This is an optimization exercise on Yosys and OpenROAD, whose aim is small area and a short achievable clock period, not a production implementation. Function was checked by simulation only, so behaviour that the tests miss may differ from the original. Power is estimated from default activity; no workload was simulated.

Setup of job 4143:
// cpu_top
module cpu_top #(
    parameter int FRAC_BITS = 15
) (
    input  wire logic         clk,
    input  wire logic         rst_n,
    input  wire logic         in_valid,
    input  wire logic [31:0]  instruction,
    output logic              out_valid,
    output logic              instruction_fail,
    output cpu_pkg::data_t    out_0,
    output cpu_pkg::data_t    out_1,
    output cpu_pkg::data_t    out_2,
    output cpu_pkg::data_t    out_3,
    output cpu_pkg::data_t    out_4,
    output cpu_pkg::data_t    out_5
);
Size: about 1700 cells after synthesis, ~250 flip-flops, roughly 130 I/O pins, about 16000 µm² of cells after synthesis.
==> flow/config.mk <==
export PLATFORM = sky130hd
export DESIGN_NAME = cpu_top
export DESIGN_NICKNAME = cpu_top
export VERILOG_FILES = /design/flow/design.v
export SDC_FILE = /design/flow/constraint.sdc
export NUM_CORES = 4
export LEC_CHECK = 0
export CAP_MARGIN = 20
export CORE_MARGIN = 2
export CORE_UTILIZATION = 65
export CTS_CLUSTER_DIAMETER = 70
export CTS_CLUSTER_SIZE = 20
export PLACE_DENSITY = 0.72
export SETUP_SLACK_MARGIN = 1.8
export SLEW_MARGIN = 20
==> flow/constraint.sdc <==
create_clock -name core_clock -period 5.0 [get_ports {clk}]
set_input_delay 1.0000 -clock core_clock [delete_from_list [all_inputs] [get_ports {clk}]]
set_output_delay 1.0000 -clock core_clock [all_outputs]
set_load 0.01 [all_outputs]
standard.sh (not shown) runs the stock make flow with config.mk's settings and CLKGATE_MAP_FILE= SYNTH_SCRIPT=/design/flow/synth_recipe.tcl, a recipe that flattens the netlist after the stock synthesis.
==> flow/flow/run.sh <==
#!/bin/bash
# The standard layout, with plain buffers (not delay cells) on the ports.
set -euo pipefail
bash standard.sh BUFFER_PORTS_ARGS="-buffer_cell sky130_fd_sc_hd__buf_1" finish > standard_flow.log 2>&1
Per the final summary, job 4143 finished and its layout is clean on timing, DRC and antenna.
Modified inputs, job 6332 compared to job 4143
- SETUP_SLACK_MARGIN: 1.8 -> 2.1
The number of hold-slack violations in the final timing report was comparable across job 4143 and job 6332. Comparing job 4143 against job 6332, there is no change at all in placeable core region. Compared job 4143 against job 6332; clock distribution power within noise. Looking at global-route wire length before repair, job 6332 sits above job 4143. Job 6332 ended with every stage complete and zero timing, DRC or antenna violations. NOTE final wirelength job 4143->job 6332 increased by a few percent. Job 4143 ended up with fewer cell instances than job 6332 did. Relative to job 4143, the number of global-route vias before repair of job 6332 is higher by 733.
## Diff of input files: job 352 against job 6332
- changing CTS_CLUSTER_DIAMETER from 70 to 85
- changing CTS_CLUSTER_SIZE from 20 to 25
- changing SETUP_SLACK_MARGIN from 2.1 to 1.95
Results
Relative to job 6332, the slew at the pin closest to its max-slew limit of job 352 is higher by 88 ps.
The standard cells in job 352 occupy less silicon area than those in job 6332 do.
Of job 352 and job 6332, it is job 352 that has the lower via count.
Inputs modified between job 352 and job 127:
- CORE_UTILIZATION now 70, was 65
- CTS_CLUSTER_DIAMETER now 70, was 85
- PLACE_DENSITY now 0.8, was 0.72
- CTS_CLUSTER_SIZE now 20, was 25
--- outcome ---
- Taking job 352 as the reference, in job 127 clock-buffer cell count increased by 6 relative to the old numbers; synthesis-to-layout area growth saw an increase; setup slack has decreased; total power rose 320 µW.
> inputs changed (job 127 -> job 850)
- a change of CTS_CLUSTER_DIAMETER from 70 to 100
- a change of CORE_UTILIZATION from 70 to 55
- a change of CTS_CLUSTER_SIZE from 20 to 30
- a deleted PLACE_DENSITY that had been 0.8
Results
Job 850 ran to completion and came out clean on the timing, DRC and antenna checks.
Portion of total power attributed to sequential cells delta for job 850 relative to job 127: 5.8 points higher
In the tables for job 127 and job 850, non-clock buffer instance count of the final layout reads lower with job 127.
Job 127 → job 850: fraction of the core area covered by cells at the end of the flow shows a reduction of 16 points, minimum hold slack has decreased.
Compared job 850 vs job 127, and fraction of power consumed by the clock network is down in job 850.
Fmax: job 850 below job 127

---

Starting RTL as in the previous note.
Settings: LEC_CHECK=0, CAP_MARGIN=20, CORE_MARGIN=2, CORE_UTILIZATION=65, PLACE_DENSITY=0.72, SETUP_SLACK_MARGIN=1.95, SLEW_MARGIN=20; clock period 5.0 ns.
Scripts as last shown in full above: flow/flow/run.sh
The baseline produced a clean layout.
Next try:
--- a/flow/config.mk
+++ b/flow/config.mk
@@ -9,4 +9,4 @@
 export CORE_MARGIN = 2
-export CORE_UTILIZATION = 65
-export PLACE_DENSITY = 0.72
+export CORE_UTILIZATION = 70
+export PLACE_DENSITY = 0.8
 export SETUP_SLACK_MARGIN = 1.95
- The changed run went through all stages and came out clean
- sequential cell count is unchanged
- total power falls by 3.6%
- via count rises by 2.7%
- register-to-register slack is about the same
- cell area hardly moves
- combinational power barely changes
- synthesized cell count is unchanged
- clock power goes down by about 8%

## afterwards: timing with drivers on the ports
In the flow no input, the clock included, has a driving cell. The finished layouts below were timed again as built, in two steps.
Step 1 sets driving cells, clkbuf_16 on the clock port and buf_2 on the other inputs (assumed; they add their load-dependent delay and slew).
Step 2 adds t to the input delays and takes it off the output delays; t is the mean of the earliest and latest rising clock arrival at the registers after step 1. Input paths then give back, and output paths get back, about the clock's delay inside the block.
Slacks: no drivers / after step 1 / after step 2; pairs: no drivers / after step 1.
run	t (ns)	setup slack, ns	worst setup path after step 2	clock arrival spread, ns	slew at the worst register clock pin (ns)
job 4143	0.570	1.785 / 1.806 / 1.245	input to register	0.020 / 0.020	0.08 / 0.08
job 6332	0.558	1.984 / 2.010 / 1.452	input to register	0.021 / 0.021	0.09 / 0.09
job 352	0.548	1.962 / 1.967 / 1.443	input to register	0.031 / 0.031	0.11 / 0.11
job 127	0.555	1.910 / 1.920 / 1.365	input to register	0.021 / 0.022	0.09 / 0.09
job 850	0.546	1.853 / 1.861 / 1.315	input to register	0.032 / 0.032	0.12 / 0.12
the first run of note 2	0.589	1.933 / 1.964 / 1.375	input to register	0.015 / 0.015	0.07 / 0.07
the second run of note 2	0.585	1.937 / 1.967 / 1.382	input to register	0.017 / 0.017	0.07 / 0.07
After both steps setup and hold are still met in every run listed. For the first run of note 2, which loses most, drivers alone change the setup slack by +0.031 ns; drivers and shift together by -0.558 ns.
